This design comes from an exercise in tuning for small area, a short achievable clock period and few clock cycles per item on the open sky130 flow, not from production work.
Function was checked by simulation only, so behaviour that the tests miss may differ from the original.

==> flow/design.v, too long to show whole: its modules and the start of the top module <==
// module samplerz_top: 862 lines
// module csa_fa: 10 lines
// module csa_ha: 9 lines
module samplerz_top (
  input  logic               clk,
  input  logic               rst_n_i,
  input  logic               start_i,
  input  logic [31:0]        mu_i,
  input  logic [15:0]        inv_sigma_prime_i,
  input  logic [15:0]        inv_sigma_sqr_div_2_i,
  input  logic               falcon_type_i,
  input  logic               rand_val_i,
  input  logic [23:0]        rand_cdt_i,
  input  logic               rand_b_i,
  input  logic [7:0]         rand_8_i,
  output logic               dout_val_o,
  output logic signed [15:0] w_o,
  output logic               request_rand_o,
  output logic               busy_o
);
  // ...
==> flow/run.sh <==
#!/bin/bash
# synth_recipe.tcl (not shown) runs the flow's synth.tcl, then flattens the netlist and writes it again
# the make line also repeats each setting of config.mk as NAME=value (left out here)
make -C /OpenROAD-flow-scripts/flow DESIGN_CONFIG=/design/flow/config.mk WORK_HOME=/design/flow/orfs CLKGATE_MAP_FILE= SYNTH_SCRIPT=/design/flow/synth_recipe.tcl finish
==> flow/config.mk <==
export PLATFORM = sky130hd
export DESIGN_NAME = samplerz_top
export DESIGN_NICKNAME = samplerz_top
export VERILOG_FILES = /design/flow/design.v
export SDC_FILE = /design/flow/constraint.sdc
export NUM_CORES = 4
export LEC_CHECK = 0
export CAP_MARGIN = 20
export CORE_MARGIN = 2
export CORE_UTILIZATION = 40
export SETUP_SLACK_MARGIN = 5
export SLEW_MARGIN = 20
export SYNTH_HIERARCHICAL = 1
export SYNTH_MINIMUM_KEEP_SIZE = 0
==> flow/constraint.sdc <==
create_clock -name core_clock -period 11.0 [get_ports {clk}]
set_input_delay 2.2000 -clock core_clock [delete_from_list [all_inputs] [get_ports {clk}]]
set_output_delay 2.2000 -clock core_clock [all_outputs]
set_load 0.01 [all_outputs]
==> impl_metrics.toml, run 1 <==
[worst_setup_path]
worstPathArrival_ns = 6.25
reg2reg_slack_ns = 5.17
cp_top_family = "adder cells"
r2r-end = "t_3[11]"
crit-reg2reg-launch = "mb_q[4]"
reg2reg_depth = 16

[outcome]
status = "complete, no violations"

[grt]
grt.busiest_layer = "met2"
first_global_vias = 18100

[layout]
largest_cell_class = "multi-input combinational cells"
layoutNonFillerInstCount = 3129
drive_gt1_share_pct = 5.94
diodes = 1
multi_input_area_um2 = 17200
top_register = "mb_q"
num-nonclk-buffers = 153
clock_buffers = 17
fillers = 5391

[clock_network]
root_buffer = "clkbuf_16"
cts_buffer_depth = 2
cts-htree-levels = 4
clk_pin_slew_ns = 0.09
post_cts_buffers = 0

[route]
drc = 0
drt-pass1-iter-count = 5
highest_layer = "met4"

[synthesis]
synth_compound_area_share_pct = 19.1
ys_top_cells_by_count = "xnor2_1 (295), fa_1 (268), nand2_1 (185)"
synth-xor-area-share_pct = 12.7
synthSimpleGateAreaFrac_pct = 10.3
synth_top_area_share_pct = 23.7

[place]
port_buffers = 120

[hold_path]
hp-class = "reg2reg"
whs_endpoint = "r8_2[1]"

[floorplan]
initial_core_util_pct = 40.3
fp-row-count = 87

[sta]
clock_skew_ns = 0.0175
setup_tns_ns = 0
Testbench counts, summed over its fixed seeds: cycles 13,624, samples 2,400.
==> run 2: changes to the inputs <==
==> flow/flow/run.sh (new file) <==
#!/bin/bash
# standard synthesis and layout, with the port buffers inserted as buf_1 cells
# (every input and output port still gets its own buffer)
set -euo pipefail
MARGIN=7
bash standard.sh synth > synth.log 2>&1
MK=$(grep '^make ' standard.sh | sed 's/ "\${@:-finish}"$//' | sed "s/SETUP_SLACK_MARGIN=[-0-9.]*/SETUP_SLACK_MARGIN=$MARGIN/")
eval "$MK \"BUFFER_PORTS_ARGS=-buffer_cell sky130_fd_sc_hd__buf_1\" finish" > layout.log 2>&1
bash standard.sh finish > write_def.log 2>&1
==> flow/standard.sh (new file) <==
#!/bin/bash
# synth_recipe.tcl (not shown) runs the flow's synth.tcl, then flattens the netlist and writes it again
# the make line also repeats each setting of config.mk as NAME=value (left out here)
make -C /OpenROAD-flow-scripts/flow DESIGN_CONFIG=/design/flow/config.mk WORK_HOME=/design/flow/orfs CLKGATE_MAP_FILE= SYNTH_SCRIPT=/design/flow/synth_recipe.tcl "${@:-finish}"
--- a/flow/config.mk
+++ b/flow/config.mk
@@ -7,7 +7,7 @@
 export LEC_CHECK = 0
 export CAP_MARGIN = 20
 export CORE_MARGIN = 2
-export CORE_UTILIZATION = 40
+export CORE_UTILIZATION = 60
 export SETUP_SLACK_MARGIN = 5
 export SLEW_MARGIN = 20
 export SYNTH_HIERARCHICAL = 1
removed: flow/run.sh
==> run 2 against run 1 <==
  * Still clean on timing, DRC and antenna
  * Non-clock buffer count increased by 146
  * Clock skew is 0.0013 ns higher
  * Fmax increased by 4.9%
  * Routed wire length is 7.2% higher
==> impl_metrics.toml, run 2 <==
[outcome]
status = "complete, no violations"

[clock_network]
cts_sinks = 196
cts_buffers = 17
clk_pin_slew_ns = 0.08
root_buffer = "clkbuf_16"
cts_hold_buf = 0
cts_tree = "built"
cts_buffer_depth = 2
clk_latency_ns = 0.47
cts-htree-levels = 4

[synthesis]
ys_top_cells_by_count = "xnor2_1 (295), fa_1 (268), nand2_1 (185)"
syn-cell-area_um2 = 22600
postSynth.asyncResetShare_pct = 0
ys_seq_area_share_pct = 20.6
synth_top_area_share_pct = 23.7
synth_cells = 2358
synth_flop_cell = "dfxtp_1"
synth_cell_types = 83
synth_top_area_cell = "fa_1"
yosys_warnings = 11
avgSynthCellArea_um2 = 9.60
synth-seq-cells = 196
synth_area_leaders = "fa_1 (24%), xnor2_1 (11%), dfxtp_1 (11%)"
synth-edff-count = 74
yosysMostFrequentCell = "xnor2_1"

[grt]
track_usage_pct = 35.7
grt_pass1_wl_mm = 108
first_global_vias = 19500
grt_max_degree = 68
gr-total-overflow = 0
antenna_found_initial = 2

[layout]
final_common_cell = "xnor2_1"
syn2layout_area_growth_pct = 22.1
layout_common_cells = "xnor2_1 (267), fa_1 (236), nand2_1 (169), a22oi_1 (152), a21oi_1 (137)"
multi_input_area_um2 = 19000
largest_reg_flops = 23
fillers = 2646
register_area_um2 = 4770
drive_gt1_share_pct = 22.4
top_register = "mb_q"
fin_nets = 3034

[route]
drc = 0
vias_per_cell = 6.43
wl_per_cell_um = 23.0
drt-initial-drc-count = 1856
route.vias.total = 19500
antenna_left = 0
drt-pass1-iter-count = 8
finalWirelength_mm = 69.7

[worst_setup_path]
cp.depth = 18
required_ns = 11.19
crit_buf_inv = 3
cp_top_family = "adder cells"
r2r-end = "r2_q[12]"
path_cells = "buf_12 -> buf_8 -> a22oi_2 -> xnor2_1 -> fa_2 -> fa_2 -> fa_1 -> fa_1 -> ha_1 -> o21ai_0 -> o21ai_4 -> o2111a_2 -> o21ai_4 -> a31oi_4 -> o211a_1 -> buf_4 -> nor3_4 -> o31ai_2"
cp-start-kind = "register"
critPathSlowestCell = "o21ai_0"
reg2reg_slack_ns = 5.45
cp_slowest_stage_delay_ns = 0.61
crit_path_max_fanout = 6
crit_start = "two_q[0]"
crit-reg2reg-launch = "two_q[0]"
worstPathArrival_ns = 5.74
crit_end = "r2_q[12]"
cp-end-kind = "register"
critical_path_class = "reg2reg"
reg2reg_depth = 18

[place]
dpl.hpwl_mm = 46.3
dp_slack_ns = 4.94
gp_congestion = 0.958
port_buffers = 120

[sta]
drv_slew = 0
fmax_ghz = 0.180
relSlewSlack_pct = 34.3
clock_skew_ns = 0.0188
finalHoldViolCount = 0
setup_ws_ns = 5.45
fin_crit_sh_pct = 50.5
rsz0062_at_grt = "true"
setup_viol = 0
layout_min_cycle_time_ns = 5.55
tightest_slew_ns = 0.986
setup_tns_ns = 0

[floorplan]
coreArea_um2 = 37400
initial_core_util_pct = 60.5
fp-row-count = 71
die_w_um = 198
die_y_um = 198
io_pins = 121
die-area_um2 = 39300

[hold_path]
min_delay_path_depth = 0
hp-class = "reg2reg"

[job]
drv_cap = 0
[run 2: cells by family (layout without fill, tap and decap cells)]
logic type / count (synthesis) / in the layout / share of synthesized area (%)
AOI/OAI and AO/OA: 643 / 643 / 19.1
xor gates and xnor gates: 326 / 326 / 12.7
adders and majority gates: 428 / 428 / 32.5
buffers and inverters: 247 / 392 / 4.17
DFF: 196 / 196 / 20.6
muxes: 10 / 10 / 0.481
other: 2 / 20 / 0.0332
and+or+nand+nor: 506 / 506 / 10.3
[run 2: worst reg2reg max path, stage by stage, from the launching register on]
cell	delay, ns
dfxtp_2	0.36
buf_12	0.14
buf_8	0.13
a22oi_2	0.07
xnor2_1	0.26
fa_2	0.49
fa_2	0.38
fa_1	0.55
fa_1	0.46
ha_1	0.31
o21ai_0	0.61
o21ai_4	0.13
o2111a_2	0.24
o21ai_4	0.23
a31oi_4	0.19
o211a_1	0.29
buf_4	0.15
nor3_4	0.20
o31ai_2	0.10
[run 2: area by class of cell]
| cell class | instances | share of cell area [%] |
|---|---|---|
| clock buffers | 17 | 1.54 |
| well taps | 511 | 2.31 |
| repair buffers | 299 | 8.73 |
| multi-input cells | 1931 | 68.6 |
| clock inverters | 15 | 0.593 |
| repair inverters | 1 | 0.0272 |
| diodes | 2 | 0.0181 |
| inverters | 60 | 0.861 |
| flip-flops and latches | 196 | 17.3 |
[run 2: how the worst min path moves through the flow]
stage                     endpoint     from
after floorplan            r8_2[0]  r8_1[0]
after global placement     r8_3[1]  r8_2[1]
after detailed placement   r8_2[2]  r8_1[2]
after CTS                  r8_3[5]  r8_2[5]
after global routing       r8_3[3]  r8_2[3]
final                      r8_2[6]  r8_1[6]
[run 2: repair_timing]
item                                    4_1_cts  5_1_grt
cloned                                        9        1
hold endpoints to repair                      0        0
setup buffers                                93       41
pin swaps                                   107      132
resized for setup                           253      189
endpoints found under the setup margin       70       78
[run 2: per-module statistics from Yosys, one instance, submodules excluded]
module	cells	area, um^2	copies in the design
csa_fa	1	20.0	265
csa_ha	1	12.5	57
samplerz_top	2036	16600	1
[run 2: through the flow]
stage	util [%]	cell area [um^2]	hold WS [ns]	instances
final	73.9	27600	0.326	3032
after global routing	73.8	27600	0.337	3030
after CTS	70.5	26400	0.327	2988
after detailed placement	63.6	23800	0.312	2854
after global placement	63.6	23800	0.311	2854
after floorplan	-	23500	0.310	2374
[run 2: metal layers]
layer	GRT usage (%)	part of all wire [%]	up-vias	wire length, um
met5	0	0.020	-	14
met4	15.0	4.1	2	2880
met3	7.10	8.8	233	6130
met2	58.2	48	1079	33500
met1	46.6	39	9602	27200
li1	-	-	8569	-
==> run 3: changes to the inputs <==
==> flow/flow/run.sh (replaced) <==
#!/bin/bash
# standard synthesis and layout, with the port buffers inserted as buf_1 cells
# (every input and output port still gets its own buffer)
set -euo pipefail
MARGIN=6
bash standard.sh synth > synth.log 2>&1
MK=$(grep '^make ' standard.sh | sed 's/ "\${@:-finish}"$//' | sed "s/SETUP_SLACK_MARGIN=[-0-9.]*/SETUP_SLACK_MARGIN=$MARGIN/")
eval "$MK \"BUFFER_PORTS_ARGS=-buffer_cell sky130_fd_sc_hd__buf_1\" finish" > layout.log 2>&1
bash standard.sh finish > write_def.log 2>&1
==> run 3 against run 2 <==
  * Routed wire length is 0.94% lower
  * Die area stayed put
  * Global-route usage is 1.0 points lower
  * Synthesized cell count stayed put
  * Hold slack better by 0.0020 ns
  * Clock skew is 0.0045 ns lower
  * Register-to-register slack better by 0.09 ns
  * Flip-flop and latch count stayed put
  * Sequential share of layout area is 0.79 points higher
  * Critical endpoint is now r2_q[13]
==> impl_metrics.toml, run 3 <==
[layout]
fillers = 2830
top_register = "mb_q"
syn2layout_area_growth_pct = 17.0
diodes = 0
layoutNonFillerInstCount = 2989
largest_reg_flops = 23
layout_common_cells = "xnor2_1 (271), fa_1 (232), nand2_1 (180), a22oi_1 (150), a21oi_1 (145)"
final_common_cell = "xnor2_1"
drive_gt1_share_pct = 17.9
fin_nets = 2993

[route]
drt-pass1-iter-count = 7
finalWirelength_mm = 69.1
drt-initial-drc-count = 1843
drc = 0
route.vias.total = 19000
antenna_left = 0
wl_per_cell_um = 23.1
vias_per_cell = 6.37

[clock_network]
clk_pin_slew_ns = 0.08
root_buffer = "clkbuf_16"
clk_latency_ns = 0.47
cts_buffers = 17
cts_buffer_depth = 2
cts_tree = "built"
cts_sinks = 196
cts-htree-levels = 4

[worst_setup_path]
required_ns = 11.21
path_cells = "nand2_1 -> xnor2_1 -> fa_1 -> fa_1 -> fa_1 -> ha_1 -> nand2_4 -> buf_4 -> o2111ai_4 -> a31o_1 -> o2111a_2 -> o21ai_4 -> a31oi_4 -> o211a_1 -> a211oi_2 -> buf_4 -> o21ai_2"
crit-reg2reg-launch = "mb_q[0]"
cp_slowest_stage_delay_ns = 0.82
cp_top_family = "adder cells"
critPathSlowestCell = "dfxtp_1"
reg2reg_slack_ns = 5.53
reg2reg_depth = 17
crit_buf_inv = 2
cp-start-kind = "register"
critical_path_class = "reg2reg"
crit_end = "r2_q[13]"
crit_path_max_fanout = 16
r2r-end = "r2_q[13]"
crit_top_cell = "fa_1"
cp.depth = 17
worstPathArrival_ns = 5.68
cp-end-kind = "register"
crit_start = "mb_q[0]"

[sta]
layout_min_cycle_time_ns = 5.47
relSlewSlack_pct = 33.6
finalHoldViolCount = 0
drv_slew = 0
clock_skew_ns = 0.0143
setup_tns_ns = 0
rsz0062_at_grt = "true"
setup_viol = 0
fin_crit_sh_pct = 49.7
fmax_ghz = 0.183
tightest_slew_ns = 0.997

[floorplan]
io_pins = 121
coreArea_um2 = 37400
die-area_um2 = 39300
die_w_um = 198
die_y_um = 198
initial_core_util_pct = 60.5
fp-row-count = 71

[synthesis]
postSynth.asyncResetShare_pct = 0
synth_flop_cell = "dfxtp_1"
synth-seq-cells = 196
syn-cell-area_um2 = 22600
synth-edff-count = 74
avgSynthCellArea_um2 = 9.60
yosysMostFrequentCell = "xnor2_1"
ys_seq_area_share_pct = 20.6
synth_top_area_cell = "fa_1"
synth_area_leaders = "fa_1 (24%), xnor2_1 (11%), dfxtp_1 (11%)"
ys_top_cells_by_count = "xnor2_1 (295), fa_1 (268), nand2_1 (185)"
synth_top_area_share_pct = 23.7
synth_cell_types = 83
synth_cells = 2358
yosys_warnings = 11

[grt]
antenna_found_initial = 0
grt_pass1_wl_mm = 104
first_global_vias = 18500
grt_max_degree = 61
track_usage_pct = 34.7
gr-total-overflow = 0

[outcome]
status = "complete, no violations"

[place]
dp_cells = 2853
dpl.hpwl_mm = 47.4
gp_congestion = 0.919
port_buffers = 120

[job]
drv_cap = 0

[hold_path]
hp-class = "reg2reg"
min_from = "r8_1[1]"
min_delay_path_depth = 0
run 3: cell count changes in the layout (fill, tap and decap cells not counted), moves of 7 or more:
cell / previous run / this run
o21ai_0: 37 / 50
o21ai_1: 15 / 5
ha_1: 130 / 140
buf_6: 34 / 16
nor2_2: 18 / 9
buf_4: 115 / 96
a21oi_1: 137 / 145
a21oi_2: 22 / 14
ha_4: 22 / 11
nand2_1: 169 / 180
nand2_2: 11 / 1
nor2_1: 116 / 127
buf_12: 17 / 10
run 3: per-stage QoR:
| step | hold slack (ns) | setup slack (ns) | util, % | cell area, um^2 |
|---|---|---|---|---|
| floorplan | 0.310 | 5.86 | - | 23000 |
| global placement | 0.312 | 5.05 | 62.8 | 23500 |
| detailed placement | 0.314 | 5.02 | 62.8 | 23500 |
| CTS | 0.332 | 5.71 | 68.2 | 25500 |
| global route | 0.336 | 5.44 | 70.8 | 26500 |
| finish | 0.328 | 5.53 | 70.8 | 26500 |
run 3: metal layers:
metal  track usage, %  share of wire [%]  up-vias
li1                 -                  -     8492
met1             46.8                 41     9359
met2             55.2                 47      980
met3             6.05                8.3      198
met4             14.8                4.0        0
met5                0                  0        -
run 3: modules after synthesis, one instance, submodules excluded:
module / times used / flops+latches / cell area, um^2
csa_ha: 57 / 0 / 12.5
csa_fa: 265 / 0 / 20.0
samplerz_top: 1 / 196 / 16600
run 3: worst min path at each step:
stage | endpoint | slack [ns]
final | r8_2[1] | 0.33
after CTS | r8_2[1] | 0.33
after detailed placement | r8_3[2] | 0.31
after global placement | r8_2[3] | 0.31
after global routing | r8_2[1] | 0.34
after floorplan | r8_2[0] | 0.31
run 3: timing repair:
item | CTS | global route
buffers inserted | 55 | 40
cloned | 7 | 2
hold buffers | 0 | 0
resized for setup | 234 | 123
pin swaps | 71 | 68
endpoints found under the setup margin | 45 | 44
endpoints found under the hold margin | 0 | 0
run 3: final cells by class:
type	count	area, um^2	share of cell area (%)
tap	511	639	2.41
timing repair inverter	1	5.00	0.0189
inverter	60	239	0.902
clock buffer	18	429	1.62
timing repair buffer	257	1900	7.16
clock inverter	14	125	0.472
sequential	196	4780	18.1
multi-input combinational	1932	18400	69.3
run 3: logic make-up after synthesis:
| family | Yosys count | share of synthesized area, % |
|---|---|---|
| compound gates | 643 | 19.1 |
| simple gates | 506 | 10.3 |
| fa+ha+maj | 428 | 32.5 |
| xor+xnor | 326 | 12.7 |
| buf+inv | 247 | 4.17 |
| flops | 196 | 20.6 |
| mux | 10 | 0.481 |
| other cells | 2 | 0.0332 |
==> run 4: changes to the inputs <==
==> flow/flow/run.sh (replaced) <==
#!/bin/bash
# standard synthesis and layout, with the port buffers inserted as buf_1 cells
# (every input and output port still gets its own buffer)
set -euo pipefail
MARGIN=5
bash standard.sh synth > synth.log 2>&1
MK=$(grep '^make ' standard.sh | sed 's/ "\${@:-finish}"$//' | sed "s/SETUP_SLACK_MARGIN=[-0-9.]*/SETUP_SLACK_MARGIN=$MARGIN/")
eval "$MK \"BUFFER_PORTS_ARGS=-buffer_cell sky130_fd_sc_hd__buf_1\" finish" > layout.log 2>&1
bash standard.sh finish > write_def.log 2>&1
--- a/flow/config.mk
+++ b/flow/config.mk
@@ -12,3 +12,4 @@
 export SLEW_MARGIN = 20
 export SYNTH_HIERARCHICAL = 1
 export SYNTH_MINIMUM_KEEP_SIZE = 0
+export TNS_END_PERCENT = 10
==> run 4 against run 3 <==
  * Still clean on timing, DRC and antenna
  * Die area did not move
  * Hold slack improved by 0.0020 ns
  * Fmax fell by 6.2%
  * Area after synthesis did not move
  * Critical path type unchanged
  * Critical endpoint is now r2_q[8]
  * Largest cell class unchanged
==> impl_metrics.toml, run 4 <==
[worst_setup_path]
crit_start = "mb_q[14]"
worstPathArrival_ns = 6.04
cp-start-kind = "register"
crit_path_max_fanout = 17
critical_path_class = "reg2reg"
crit-reg2reg-launch = "mb_q[14]"
cp-end-kind = "register"
reg2reg_slack_ns = 5.17
required_ns = 11.21

[grt]
first_global_vias = 17900
gr-total-overflow = 0
grt_max_degree = 73
grt_pass1_wl_mm = 98.3
antenna_found_initial = 0
track_usage_pct = 32.7

[sta]
relSlewSlack_pct = 26.1
fin_hold_ws_ns = 0.330
drv_slew = 0
setup_tns_ns = 0
finalHoldViolCount = 0
fin_crit_sh_pct = 53.0
rsz0062_at_grt = "true"
fmax_ghz = 0.172
setup_viol = 0
tightest_slew_ns = 1.11
setup_ws_ns = 5.17
clock_skew_ns = 0.0156
layout_min_cycle_time_ns = 5.83

[floorplan]
coreArea_um2 = 37400
io_pins = 121
initial_core_util_pct = 60.5
fp-row-count = 71
die_w_um = 198
die_y_um = 198
die-area_um2 = 39300

[layout]
drive_gt1_share_pct = 6.09
largest_reg_flops = 23
final_common_cell = "xnor2_1"
layout_common_cells = "xnor2_1 (294), fa_1 (268), nand2_1 (185), a22oi_1 (176), a21oi_1 (160)"
syn2layout_area_growth_pct = 6.36
diodes = 0
top_register = "mb_q"
layoutNonFillerInstCount = 2877
fin_nets = 2881
fillers = 3197

[synthesis]
yosysMostFrequentCell = "xnor2_1"
synth_cell_types = 83
yosys_warnings = 11
synth_cells = 2358
ys_seq_area_share_pct = 20.6
ys_top_cells_by_count = "xnor2_1 (295), fa_1 (268), nand2_1 (185)"
synth-seq-cells = 196
synth-edff-count = 74
synth_area_leaders = "fa_1 (24%), xnor2_1 (11%), dfxtp_1 (11%)"
synth_top_area_cell = "fa_1"
syn-cell-area_um2 = 22600
postSynth.asyncResetShare_pct = 0
synth_top_area_share_pct = 23.7
synth_flop_cell = "dfxtp_1"
avgSynthCellArea_um2 = 9.60

[route]
finalWirelength_mm = 62.6
route.vias.total = 18000
vias_per_cell = 6.26
wl_per_cell_um = 21.7
antenna_left = 0
drt-initial-drc-count = 1740
drt-pass1-iter-count = 8
drc = 0

[clock_network]
root_buffer = "clkbuf_16"
cts-htree-levels = 4
cts_buffer_depth = 2
cts_buffers = 17
cts_tree = "built"
cts_sinks = 196
clk_latency_ns = 0.48
clk_pin_slew_ns = 0.08

[hold_path]
min_from = "r8_1[4]"
hp-class = "reg2reg"

[outcome]
status = "complete, no violations"

[place]
dp_cells = 2845
port_buffers = 120
dpl.hpwl_mm = 46.3
gp_congestion = 0.985
dp_slack_ns = 4.52

[job]
drv_cap = 0
[run 4: cell counts after synthesis]
No cell type changed its count.
[run 4: through the flow]
step | cell area [um^2] | util [%]
CTS | 23900 | 64.0
global placement | 23300 | 62.2
floorplan | 22700 | -
detailed placement | 23300 | 62.2
global route | 24100 | 64.4
finish | 24100 | 64.4
[run 4: Yosys stat by module (local to each module, per instance)]
| module | flops+latches | area, um^2 |
|---|---|---|
| csa_ha | 0 | 12.5 |
| samplerz_top | 196 | 16600 |
| csa_fa | 0 | 20.0 |
[run 4: cell families (layout without fill, tap and decap cells)]
logic type	Yosys count	after routing	share of synthesized area [%]
flops	196	196	20.6
mux	10	10	0.481
compound gates	643	643	19.1
fa+ha+maj	428	428	32.5
simple gates	506	506	10.3
other cells	2	18	0.0332
xor+xnor	326	326	12.7
buf+inv	247	239	4.17
[run 4: worst max-delay path, cell delays in order (launching register included)]
cell,delay (ns)
dfxtp_2,0.65
a22oi_1,0.19
xnor2_1,0.23
fa_1,0.49
fa_1,0.46
fa_1,0.56
fa_1,0.47
ha_1,0.31
a22oi_1,0.15
o2111ai_1,0.16
a31o_1,0.25
o2111ai_1,0.63
a21oi_1,0.21
a21o_1,0.25
a21oi_1,0.19
xor2_1,0.22
o21ai_0,0.11
[run 4: what timing repair did]
action                     in CTS  in global routing
pin swaps                       0                  0
setup buffers                   0                  0
setup endpoints to repair      33                 29
hold buffers                    0                  0
gates resized for setup        26                 38
[run 4: path summary, 6_finish.rpt]
kind | end | cells after the start
setup / recovery | r2_q[8] | 16
hold / removal | r8_2[4] | 0
setup reg to reg | r2_q[8] | 16
hold reg to reg | r8_2[4] | 0
[run 4: routing by layer]
layer / wire [um] / vias up / track usage, %
met5: 0 / - / 0
met4: 2050 / 0 / 12.9
met3: 3980 / 119 / 4.33
met2: 30500 / 712 / 54.6
met1: 26000 / 8933 / 43.1
li1: - / 8251 / -
[run 4: layout make-up]
type	instances	area, um^2	share of cell area, %
inverters	60	230	0.957
multi-input cells	1931	17200	71.5
clock inverters	14	159	0.660
repair buffers	147	657	2.73
well taps	511	639	2.66
flip-flops and latches	196	4730	19.6
clock buffers	18	439	1.82
==> run 5: changes to the inputs <==
==> flow/config.mk (replaced) <==
export PLATFORM = sky130hd
export DESIGN_NAME = samplerz_top
export DESIGN_NICKNAME = samplerz_top
export VERILOG_FILES = /design/flow/design.v
export SDC_FILE = /design/flow/constraint.sdc
export NUM_CORES = 4
export LEC_CHECK = 0
export CAP_MARGIN = 0
export CORE_MARGIN = 2
export CORE_UTILIZATION = 60
export SETUP_SLACK_MARGIN = 5
export SLEW_MARGIN = 0
export SYNTH_HIERARCHICAL = 1
export SYNTH_MINIMUM_KEEP_SIZE = 0
==> run 5 against run 4 <==
  * Still clean
  * Critical path depth is the same
  * Register-to-register slack improved by 0.03 ns
  * First-iteration DRC count fell by 1.0%
  * Critical path type unchanged
  * Highest routed layer unchanged
==> impl_metrics.toml, run 5 <==
[place]
dp_slack_ns = 4.52
gp_congestion = 0.985
port_buffers = 120
dpl.hpwl_mm = 46.3
dp_cells = 2845

[layout]
diodes = 0
layoutNonFillerInstCount = 2877
final_common_cell = "xnor2_1"
drive_gt1_share_pct = 6.04
fillers = 3197
top_register = "mb_q"
fin_nets = 2881
layout_common_cells = "xnor2_1 (294), fa_1 (268), nand2_1 (185), a22oi_1 (176), a21oi_1 (161)"
fin_util_pct = 64.3
largest_reg_flops = 23
syn2layout_area_growth_pct = 6.34

[worst_setup_path]
crit_buf_inv = 0
path_cells = "a22oi_1 -> xnor2_1 -> fa_1 -> fa_1 -> fa_1 -> fa_1 -> ha_1 -> a22oi_1 -> o2111ai_1 -> a31o_1 -> o2111ai_1 -> a21oi_1 -> a21o_1 -> a21oi_1 -> xor2_1 -> o21ai_0"
worstPathArrival_ns = 6.01
cp_slowest_stage_delay_ns = 0.65
crit_top_cell = "fa_1"
required_ns = 11.21
crit_path_max_fanout = 17
critical_path_class = "reg2reg"
cp_top_family = "adder cells"
cp-start-kind = "register"
cp-end-kind = "register"
critPathSlowestCell = "dfxtp_2"

[synthesis]
avgSynthCellArea_um2 = 9.60
synth_area_leaders = "fa_1 (24%), xnor2_1 (11%), dfxtp_1 (11%)"
synth_cell_types = 83
ys_top_cells_by_count = "xnor2_1 (295), fa_1 (268), nand2_1 (185)"
synth_top_area_cell = "fa_1"
synth-edff-count = 74
yosys_warnings = 11
synth_cells = 2358
synth_flop_cell = "dfxtp_1"
syn-cell-area_um2 = 22600
ys_seq_area_share_pct = 20.6
synth-seq-cells = 196
postSynth.asyncResetShare_pct = 0
synth_top_area_share_pct = 23.7
yosysMostFrequentCell = "xnor2_1"

[route]
finalWirelength_mm = 62.5
route.vias.total = 18000
drc = 0
antenna_left = 0
drt-initial-drc-count = 1722
vias_per_cell = 6.25
wl_per_cell_um = 21.7
drt-pass1-iter-count = 6

[sta]
finalHoldViolCount = 0
setup_ws_ns = 5.20
fin_crit_sh_pct = 52.7
tightest_slew_ns = 1.14
setup_viol = 0
fmax_ghz = 0.172
setup_tns_ns = 0
drv_slew = 0
rsz0062_at_grt = "true"
layout_min_cycle_time_ns = 5.80
clock_skew_ns = 0.0166
relSlewSlack_pct = 23.7

[clock_network]
post_cts_buffers = 0
cts_buffer_depth = 2
clk_latency_ns = 0.48
cts_buffers = 17
cts_sinks = 196
cts_hold_buf = 0
cts-htree-levels = 4
cts_tree = "built"
cts-resized-gates = 29
clk_pin_slew_ns = 0.08
root_buffer = "clkbuf_16"

[grt]
gr-total-overflow = 0
antenna_found_initial = 0
first_global_vias = 17900
grt_pass1_wl_mm = 98.3
grt_max_degree = 73
track_usage_pct = 32.7

[floorplan]
die_w_um = 198
fp-row-count = 71
coreArea_um2 = 37400
io_pins = 121
die-area_um2 = 39300
die_y_um = 198
initial_core_util_pct = 60.5

[outcome]
status = "complete, no violations"

[hold_path]
hp-class = "reg2reg"

[job]
drv_cap = 0
[run 5: layout make-up]
cell class / count / area [um^2] / share of cell area [%]
repair buffers: 147 / 657 / 2.73
flip-flops and latches: 196 / 4730 / 19.6
multi-input cells: 1931 / 17200 / 71.5
clock buffers: 18 / 439 / 1.82
well taps: 511 / 639 / 2.66
inverters: 60 / 230 / 0.957
clock inverters: 14 / 159 / 0.660
[run 5: per-module statistics from Yosys (local to each module, per instance)]
module | flops+latches | copies in the design | area (um^2)
samplerz_top | 196 | 1 | 16600
csa_fa | 0 | 265 | 20.0
csa_ha | 0 | 57 | 12.5
[run 5: worst paths after layout]
path	start	cells past startpoint	end	slack (ns)
worst max register to register	mb_q[14]	16	r2_q[8]	5.20
worst max-delay path	mb_q[14]	16	r2_q[8]	5.20
worst min register to register	r8_1[4]	0	r8_2[4]	0.33
worst min-delay path	r8_1[4]	0	r8_2[4]	0.33
[run 5: cells by family after synthesis]
group	synth area share (%)
buf+inv	4.17
mux	0.481
flops	20.6
fa+ha+maj	32.5
other cells	0.0332
simple gates	10.3
xor+xnor	12.7
compound gates	19.1
[run 5: metal layers]
metal	up-vias	global-route usage [%]	share of wire, %
met4	0	12.9	3.4
met5	-	0	0
li1	8254	-	-
met1	8881	43.1	42
met2	730	54.6	49
met3	130	4.33	6.4
[run 5: stage by stage]
stage	instance area (um^2)	hold slack (ns)
final	24100	0.330
after global routing	24100	0.335
after CTS	23900	0.332
after detailed placement	23300	0.313
after global placement	23300	0.312
after floorplan	22700	0.310
==> run 6: changes to the inputs <==
==> flow/flow/run.sh (replaced) <==
#!/bin/bash
# standard synthesis and layout, with the port buffers inserted as buf_1 cells
# (every input and output port still gets its own buffer)
set -euo pipefail
MARGIN=5.5
bash standard.sh synth > synth.log 2>&1
MK=$(grep '^make ' standard.sh | sed 's/ "\${@:-finish}"$//' | sed "s/SETUP_SLACK_MARGIN=[-0-9.]*/SETUP_SLACK_MARGIN=$MARGIN/")
eval "$MK \"BUFFER_PORTS_ARGS=-buffer_cell sky130_fd_sc_hd__buf_1\" finish" > layout.log 2>&1
bash standard.sh finish > write_def.log 2>&1
--- a/flow/config.mk
+++ b/flow/config.mk
@@ -5,10 +5,10 @@
 export SDC_FILE = /design/flow/constraint.sdc
 export NUM_CORES = 4
 export LEC_CHECK = 0
-export CAP_MARGIN = 0
+export CAP_MARGIN = 20
 export CORE_MARGIN = 2
 export CORE_UTILIZATION = 60
 export SETUP_SLACK_MARGIN = 5
-export SLEW_MARGIN = 0
+export SLEW_MARGIN = 20
 export SYNTH_HIERARCHICAL = 1
 export SYNTH_MINIMUM_KEEP_SIZE = 0
==> run 6 against run 5 <==
  * Critical path depth increased by 2
  * Synthesized cell count stayed put
  * Worst setup slack gained 0.34 ns
  * Die area unchanged
  * Non-clock buffer count grew 73
  * Utilization up 4.2 points
  * Count of clock-buffer cells in the layout increased by 1
  * Critical path type unchanged
  * Area after synthesis unchanged
  * Still clean
==> impl_metrics.toml, run 6 <==
[place]
port_buffers = 120
gp_congestion = 0.972
dpl.hpwl_mm = 46.2

[grt]
grt_max_degree = 84
first_global_vias = 17900
grt_pass1_wl_mm = 98.4
gr-total-overflow = 0
track_usage_pct = 32.7
antenna_found_initial = 0

[sta]
fmax_ghz = 0.183
clock_skew_ns = 0.0190
relSlewSlack_pct = 33.5
layout_min_cycle_time_ns = 5.46
fin_crit_sh_pct = 49.6
drv_slew = 0
setup_tns_ns = 0
rsz0062_at_grt = "true"
setup_viol = 0
finalHoldViolCount = 0
fin_hold_ws_ns = 0.329
tightest_slew_ns = 0.997

[worst_setup_path]
crit_buf_inv = 1
crit_top_cell = "a21o_1"
cp_slowest_stage_delay_ns = 0.51
worstPathArrival_ns = 5.68
required_ns = 11.22
cp-start-kind = "register"
cp_top_family = "adder cells"
cp-end-kind = "register"
critical_path_class = "reg2reg"
crit_path_max_fanout = 6
path_cells = "buf_4 -> a22oi_1 -> xnor2_1 -> fa_2 -> fa_2 -> fa_1 -> fa_1 -> fa_1 -> ha_2 -> a21o_1 -> a21o_1 -> a21o_1 -> a21o_1 -> a21oi_2 -> o21ai_1 -> a21oi_4 -> xnor2_4 -> mux2_4"
critPathSlowestCell = "fa_2"

[synthesis]
synth_cells = 2358
yosys_warnings = 11
ys_top_cells_by_count = "xnor2_1 (295), fa_1 (268), nand2_1 (185)"
syn-cell-area_um2 = 22600
yosysMostFrequentCell = "xnor2_1"
synthSimpleGateAreaFrac_pct = 10.3
synth_area_leaders = "fa_1 (24%), xnor2_1 (11%), dfxtp_1 (11%)"
synth_flop_cell = "dfxtp_1"
synth_cell_types = 83
synth-xor-area-share_pct = 12.7
synth_top_area_share_pct = 23.7
synthAdderAreaFrac_pct = 32.5
avgSynthCellArea_um2 = 9.60
synth-seq-cells = 196
postSynth.asyncResetShare_pct = 0
synth_top_area_cell = "fa_1"
muxShareOfSynthArea_pct = 0.481
synth_top_family_by_area = "adder cells"
synth_compound_area_share_pct = 19.1
ys_seq_area_share_pct = 20.6
synth-edff-count = 74

[hold_path]
hp-class = "reg2reg"

[outcome]
status = "complete, no violations"

[floorplan]
initial_core_util_pct = 60.5
coreArea_um2 = 37400
die-area_um2 = 39300
io_pins = 121
die_w_um = 198
die_y_um = 198
fp-row-count = 71

[layout]
drive_gt1_share_pct = 13.6
syn2layout_area_growth_pct = 13.3
top_register = "mb_q"
fin_nets = 2955
layout_common_cells = "xnor2_1 (285), fa_1 (249), nand2_1 (185), a22oi_1 (158), a21oi_1 (153)"
diodes = 0
largest_reg_flops = 23
final_common_cell = "xnor2_1"

[route]
drt-initial-drc-count = 1668
route.vias.total = 18500
finalWirelength_mm = 65.2
vias_per_cell = 6.28
drt-pass1-iter-count = 6
wl_per_cell_um = 22.1
antenna_left = 0
drc = 0

[clock_network]
cts_tree = "built"
cts_sinks = 196
cts_hold_buf = 0
root_buffer = "clkbuf_16"
cts_buffer_depth = 2
clk_latency_ns = 0.47
cts_buffers = 17
cts-htree-levels = 4
clk_pin_slew_ns = 0.09

[job]
drv_cap = 0
-- run 6: changes by cell type in the layout (fill, tap and decap cells not counted), moves of 10 or more --
| cell | before | now |
|---|---|---|
| buf_6 | 1 | 11 |
| a22oi_2 | 0 | 18 |
| dfxtp_4 | 9 | 30 |
| fa_2 | 0 | 19 |
| buf_4 | 26 | 69 |
| fa_1 | 268 | 249 |
| ha_1 | 158 | 141 |
| buf_12 | 0 | 14 |
| a22oi_1 | 176 | 158 |
| dfxtp_1 | 90 | 78 |
-- run 6: stage by stage --
| stage | worst slack [ns] | cells | utilization, % | area, um^2 |
|---|---|---|---|---|
| 4_1_cts | 5.48 | 2900 | 65.2 | 24400 |
| 5_1_grt | 5.27 | 2951 | 68.5 | 25600 |
| 2_1_floorplan | 5.53 | 2374 | - | 22700 |
| 3_3_place_gp | 4.61 | 2847 | 62.3 | 23300 |
| 6_report | 5.54 | 2951 | 68.5 | 25600 |
| 3_5_place_dp | 4.55 | 2847 | 62.3 | 23300 |
-- run 6: layer usage --
metal | vias up | share of wire [%] | wire [um] | GRT usage, %
met2 | 849 | 49 | 31800 | 54.4
met3 | 169 | 6.6 | 4320 | 4.65
met4 | 0 | 4.0 | 2590 | 14.3
li1 | 8415 | - | - | -
met1 | 9095 | 41 | 26500 | 42.7
met5 | - | 0 | 0 | 0
-- run 6: kinds of logic after synthesis --
group / count (synthesis)
muxes: 10
and+or+nand+nor: 506
adders and majority gates: 428
other: 2
DFF: 196
xor gates and xnor gates: 326
buffers and inverters: 247
AOI/OAI and AO/OA: 643
-- run 6: final timing paths --
check | cells past startpoint | slack, ns | from | end
worst max-delay path | 18 | 5.54 | two_q[1] | r2_q[15]
worst max register to register | 18 | 5.54 | two_q[1] | r2_q[15]
worst min register to register | 0 | 0.33 | r8_1[0] | r8_2[0]
worst min-delay path | 0 | 0.33 | r8_1[0] | r8_2[0]
-- run 6: repair_timing --
item	4_1_cts	5_1_grt
gates resized for setup	106	175
gates cloned	0	6
setup buffers	21	45
setup endpoints to repair	40	38
pin swaps	4	66
-- run 6: final cells by class --
class	count	area, um^2
Timing Repair Buffer	220	1510
Multi-Input combinational cell	1932	17800
Sequential cell	196	4790
Clock inverter	13	155
Tap cell	511	639
Clock buffer	19	454
Fill cell	3007	11800
Inverter	60	233
-- run 6: modules after synthesis (local to each module, per instance) --
module        area, um^2  cells  flip-flops and latches  copies in the design
csa_fa              20.0      1                       0                   265
csa_ha              12.5      1                       0                    57
samplerz_top       16600   2036                     196                     1
==> run 7: changes to the inputs <==
==> flow/flow/run.sh (replaced) <==
#!/bin/bash
# standard synthesis and layout, with the port buffers inserted as buf_1 cells
# (every input and output port still gets its own buffer)
set -euo pipefail
MARGIN=5
bash standard.sh synth > synth.log 2>&1
MK=$(grep '^make ' standard.sh | sed 's/ "\${@:-finish}"$//' | sed "s/SETUP_SLACK_MARGIN=[-0-9.]*/SETUP_SLACK_MARGIN=$MARGIN/")
eval "$MK \"BUFFER_PORTS_ARGS=-buffer_cell sky130_fd_sc_hd__buf_1\" finish" > layout.log 2>&1
bash standard.sh finish > write_def.log 2>&1
==> run 7 against run 6 <==
  * Flip-flop and latch count is the same
  * Hold slack gained 0.00073 ns
  * Cell area shrank 6.1%
  * Clock skew shrank 0.0045 ns
==> impl_metrics.toml, run 7 <==
[floorplan]
die-area_um2 = 39300
die_y_um = 198
fp-row-count = 71
coreArea_um2 = 37400
die_w_um = 198
io_pins = 121
initial_core_util_pct = 60.5

[place]
post_dp_cell_area_um2 = 23300
dpl.hpwl_mm = 46.3
dp_cells = 2845
gp_congestion = 0.985
port_buffers = 120

[grt]
track_usage_pct = 32.7
grt_pass1_wl_mm = 98.3
first_global_vias = 17900
antenna_found_initial = 0
gr-total-overflow = 0
grt_max_degree = 73

[synthesis]
ys_top_cells_by_count = "xnor2_1 (295), fa_1 (268), nand2_1 (185)"
postSynth.asyncResetShare_pct = 0
syn-cell-area_um2 = 22600
synth-edff-count = 74
synth_flop_cell = "dfxtp_1"
synth_top_area_cell = "fa_1"
avgSynthCellArea_um2 = 9.60
synth_top_area_share_pct = 23.7
synth-seq-cells = 196
synth_cells = 2358
yosysMostFrequentCell = "xnor2_1"
yosys_warnings = 11
ys_seq_area_share_pct = 20.6
synth_area_leaders = "fa_1 (24%), xnor2_1 (11%), dfxtp_1 (11%)"
synth_cell_types = 83

[worst_setup_path]
required_ns = 11.21
worstPathArrival_ns = 5.99
r2r-end = "r2_q[8]"
crit_path_max_fanout = 17
reg2reg_slack_ns = 5.21
critical_path_class = "reg2reg"
cp-start-kind = "register"
reg2reg_depth = 16
crit-reg2reg-launch = "mb_q[14]"
cp-end-kind = "register"

[layout]
syn2layout_area_growth_pct = 6.36
register_area_um2 = 4730
drive_gt1_share_pct = 6.09
diodes = 0
multi_input_area_um2 = 17200
postLayoutCellArea_um2 = 24100
largest_reg_flops = 23
final_common_cell = "xnor2_1"
top_register = "mb_q"
fin_util_pct = 64.4
layout_common_cells = "xnor2_1 (294), fa_1 (268), nand2_1 (185), a22oi_1 (176), a21oi_1 (160)"
fin_nets = 2881
fillers = 3197
layoutNonFillerInstCount = 2877

[route]
drt-pass1-iter-count = 6
vias_per_cell = 6.26
antenna_left = 0
drc = 0
finalWirelength_mm = 62.6
route.vias.total = 18000
wl_per_cell_um = 21.7
drt-initial-drc-count = 1651

[sta]
fin_crit_sh_pct = 52.6
fmax_ghz = 0.173
setup_viol = 0
setup_tns_ns = 0
relSlewSlack_pct = 26.3
rsz0062_at_grt = "true"
drv_slew = 0
fin_hold_ws_ns = 0.330
layout_min_cycle_time_ns = 5.79
finalHoldViolCount = 0
tightest_slew_ns = 1.11
clock_skew_ns = 0.0145

[outcome]
status = "complete, no violations"

[clock_network]
clk_latency_ns = 0.48
cts-htree-levels = 4
cts_buffer_depth = 2
cts_tree = "built"
cts_hold_buf = 0
cts_buffers = 17
clk_pin_slew_ns = 0.08
root_buffer = "clkbuf_16"
cts_sinks = 196

[hold_path]
hp-class = "reg2reg"
min_delay_path_depth = 0
whs_endpoint = "r8_2[4]"
min_from = "r8_1[4]"

[job]
drv_cap = 0
==> run 7: cell counts after synthesis <==
No cell type changed its count.
==> run 7: worst max path at each step <==
stage	from	endpoint	slack, ns	cells past startpoint
final	mb_q[14]	r2_q[8]	5.21	16
after global routing	b_2	r2_q[13]	4.99	17
after CTS	one_q[6]	r2_q[13]	4.92	16
after detailed placement	m_2[2]	r2_q[13]	4.52	17
after global placement	m_2[2]	r2_q[13]	4.57	17
after floorplan	neg_q[7]	r2_q[8]	5.32	16
==> run 7: logic make-up (layout without fill, tap and decap cells) <==
kind of cell | count (synthesis) | after routing | synth area share, %
and+or+nand+nor | 506 | 506 | 10.3
AOI/OAI and AO/OA | 643 | 643 | 19.1
adders and majority gates | 428 | 428 | 32.5
xor gates and xnor gates | 326 | 326 | 12.7
muxes | 10 | 10 | 0.481
DFF | 196 | 196 | 20.6
other | 2 | 18 | 0.0332
buffers and inverters | 247 | 239 | 4.17
==> run 7: stage by stage <==
step | setup slack, ns
finish | 5.21
global route | 4.99
CTS | 4.92
detailed placement | 4.52
global placement | 4.57
floorplan | 5.32
==> run 7: repair_timing <==
action,4_1_cts,5_1_grt
gates resized for setup,29,35
buffers inserted,0,0
hold endpoints to repair,0,0
pin swaps,0,0
endpoints found under the setup margin,33,29
==> run 7: final cells by class <==
cell class,instances,share of cell area [%]
inverters,60,0.957
clock buffers,18,1.82
clock inverters,14,0.660
repair buffers,147,2.73
multi-input cells,1931,71.5
well taps,511,2.66
flip-flops and latches,196,19.6
==> run 7: worst max-delay path, cell delays in order, from the launching register on <==
cell	delay (ns)
dfxtp_2	0.65
a22oi_1	0.19
xnor2_1	0.23
fa_1	0.49
fa_1	0.46
fa_1	0.56
fa_1	0.47
ha_1	0.31
a22oi_1	0.15
o2111ai_1	0.16
a31o_1	0.25
o2111ai_1	0.62
a21oi_1	0.21
a21o_1	0.25
a21oi_1	0.19
xor2_1	0.22
o21ai_0	0.11
==> run 7: routing by layer <==
metal / share of wire (%) / global-route usage (%)
met3: 6.3 / 4.33
met1: 42 / 43.1
met5: 0 / 0
met2: 49 / 54.6
met4: 3.3 / 12.9
==> run 7: modules after synthesis (local to each module, per instance) <==
module | times used | area, um^2 | cells
samplerz_top | 1 | 16600 | 2036
csa_fa | 265 | 20.0 | 1
csa_ha | 57 | 12.5 | 1
==> run 8: changes to the inputs <==
--- a/flow/config.mk
+++ b/flow/config.mk
@@ -7,7 +7,7 @@
 export LEC_CHECK = 0
 export CAP_MARGIN = 20
 export CORE_MARGIN = 2
-export CORE_UTILIZATION = 60
+export CORE_UTILIZATION = 70
 export SETUP_SLACK_MARGIN = 5
 export SLEW_MARGIN = 20
 export SYNTH_HIERARCHICAL = 1
==> run 8 against run 7 <==
  * Utilization increased by 11 points
  * First-iteration DRC count increased by 30%
  * Fmax decreased by 0.39%
  * Clock skew decreased by 0.00078 ns
  * Final cell count decreased by 3.8%
  * Area after synthesis unchanged
  * Flip-flop and latch count unchanged
==> impl_metrics.toml, run 8 <==
[sta]
relSlewSlack_pct = 27.9
rsz0062_at_grt = "true"
setup_ws_ns = 5.19
setup_viol = 0
setup_tns_ns = 0
drv_slew = 0
fmax_ghz = 0.172
tightest_slew_ns = 1.08
clock_skew_ns = 0.0137
fin_hold_ws_ns = 0.325
layout_min_cycle_time_ns = 5.81
fin_crit_sh_pct = 52.8
finalHoldViolCount = 0

[floorplan]
die-area_um2 = 33800
coreArea_um2 = 31700
io_pins = 121
die_y_um = 184
fp-row-count = 65
initial_core_util_pct = 71.3
die_w_um = 184

[synthesis]
ys_seq_area_share_pct = 20.6
yosysMostFrequentCell = "xnor2_1"
synth-seq-cells = 196
synth_flop_cell = "dfxtp_1"
synth_cell_types = 83
synth_top_area_share_pct = 23.7
postSynth.asyncResetShare_pct = 0
avgSynthCellArea_um2 = 9.60
synth_cells = 2358
ys_top_cells_by_count = "xnor2_1 (295), fa_1 (268), nand2_1 (185)"
synth-edff-count = 74
yosys_warnings = 11
synth_area_leaders = "fa_1 (24%), xnor2_1 (11%), dfxtp_1 (11%)"
synth_top_area_cell = "fa_1"
syn-cell-area_um2 = 22600

[layout]
multi_input_area_um2 = 17200
register_area_um2 = 4740
drive_gt1_share_pct = 5.92
final_common_cell = "xnor2_1"
layout_common_cells = "xnor2_1 (295), fa_1 (268), nand2_1 (185), a22oi_1 (176), a21oi_1 (160)"
syn2layout_area_growth_pct = 5.51
fin_nets = 2881
fillers = 2313
largest_reg_flops = 23
diodes = 0
top_register = "mb_q"
postLayoutCellArea_um2 = 23900

[clock_network]
clk_pin_slew_ns = 0.08
clk_latency_ns = 0.45
cts_hold_buf = 0
cts_sinks = 196
cts_buffer_depth = 2
cts_buffers = 17
root_buffer = "clkbuf_16"
cts_tree = "built"
cts-htree-levels = 4

[grt]
antenna_found_initial = 1
gr-total-overflow = 0
track_usage_pct = 37.2
grt_max_degree = 73
grt_pass1_wl_mm = 97.3
first_global_vias = 18500

[worst_setup_path]
critical_path_class = "reg2reg"
required_ns = 11.38
crit_path_max_fanout = 17
cp-end-kind = "register"
worstPathArrival_ns = 6.19
cp-start-kind = "register"

[route]
antenna_left = 0
route.vias.total = 18500
vias_per_cell = 6.68
drt-initial-drc-count = 2143
wl_per_cell_um = 22.2
finalWirelength_mm = 61.5
drc = 0
drt-pass1-iter-count = 6

[outcome]
status = "complete, no violations"

[place]
dpl.hpwl_mm = 44.9
post_dp_cell_area_um2 = 23100
port_buffers = 120
gp_congestion = 1.00
dp_slack_ns = 4.63

[job]
drv_cap = 0

[hold_path]
hp-class = "reg2reg"
==> run 8: per-layer routing <==
metal | track usage (%) | routed length (um)
met2 | 60.5 | 29200
met4 | 17.9 | 3010
met5 | 0 | 0
met3 | 6.38 | 5160
met1 | 48.7 | 24100
==> run 8: path summary, 6_finish.rpt <==
kind	from	end	slack, ns	cells past startpoint
setup / recovery	mb_q[19]	t_3[11]	5.19	17
hold / removal	r8_1[3]	r8_2[3]	0.33	0
setup reg to reg	mb_q[19]	t_3[11]	5.19	17
hold reg to reg	r8_1[3]	r8_2[3]	0.33	0
==> run 8: per-module statistics from Yosys (local to each module, per instance) <==
module	cells	flip-flops and latches	copies in the design
samplerz_top	2036	196	1
csa_fa	1	0	265
csa_ha	1	0	57
==> run 8: area by class of cell <==
cell class | count | share of cell area (%)
inverter | 60 | 0.964
timing repair buffer | 147 | 2.75
multi-input combinational | 1931 | 71.9
clock inverter | 13 | 0.582
tap | 402 | 2.11
sequential | 196 | 19.9
clock buffer | 19 | 1.81
==> run 8: repair_timing <==
action	in CTS	in global routing
pin swaps	0	1
endpoints found under the setup margin	27	31
buffers inserted	0	1
resized for setup	16	52
endpoints found under the hold margin	0	0
gates cloned	0	0
==> run 8: critical path, stage by stage, from the launching register on <==
cell and delay (ns):
dfxtp_2 0.62, a22oi_1 0.17, xnor2_1 0.25, fa_1 0.47, fa_1 0.49, fa_1 0.40, fa_1 0.52, fa_1 0.42
ha_1 0.37, a211oi_1 0.26, o21ai_0 0.14, a221oi_1 0.37, o21ai_1 0.16, a31oi_1 0.18, o21ai_1 0.19, a31o_2 0.33
a221oi_2 0.26, xnor2_1 0.14
==> run 8: logic make-up (layout without fill, tap and decap cells) <==
group	after synthesis	count (layout)	synth area share, %
AND/OR/NAND/NOR	506	506	10.3
XOR/XNOR	326	326	12.7
adder cells (fa/ha/maj)	428	428	32.5
AO/OA/AOI/OAI	643	643	19.1
other	2	18	0.0332
multiplexers	10	10	0.481
flip-flops	196	196	20.6
buffers and inverters	247	239	4.17
==> run 8: per-stage QoR <==
step / std cells / util (%)
finish: 2768 / 75.3
global route: 2768 / 75.3
CTS: 2767 / 74.8
detailed placement: 2735 / 72.9
global placement: 2735 / 72.9
floorplan: 2374 / -

==> afterwards: timing with drivers on the ports <==
The results above use ideal ports. As a check the final layouts listed here were re-extracted and re-timed, cells and wires unchanged.
Step 1 (the two cells are an assumption about what drives the block):
set clk [get_ports {clk}]
set_driving_cell -lib_cell sky130_fd_sc_hd__clkbuf_16 $clk
set_driving_cell -lib_cell sky130_fd_sc_hd__buf_2 [delete_from_list [all_inputs] $clk]
Step 2, shift: input delay + t, output delay - t, t = (earliest + latest rising clock arrival at the registers) / 2. This alone moves slack from input paths to output paths.
a / b / c = ideal / step 1 / step 2; a / b = the first two.
run | shift t [ns] | setup slack, ns | worst data-port slew with drivers (ns)
run 1 | 0.541 | 5.173 / 5.173 / 5.173 | 0.11
run 2 | 0.520 | 5.446 / 5.446 / 5.446 | 0.12
run 3 | 0.520 | 5.532 / 5.532 / 5.532 | 0.06
run 4 | 0.530 | 5.172 / 5.172 / 5.172 | 0.07
run 5 | 0.530 | 5.200 / 5.200 / 5.200 | 0.07
run 6 | 0.524 | 5.544 / 5.544 / 5.544 | 0.07
run 7 | 0.527 | 5.212 / 5.212 / 5.212 | 0.07
run 8 | 0.504 | 5.189 / 5.189 / 5.189 | 0.05
After both steps setup and hold are still met in every run listed.
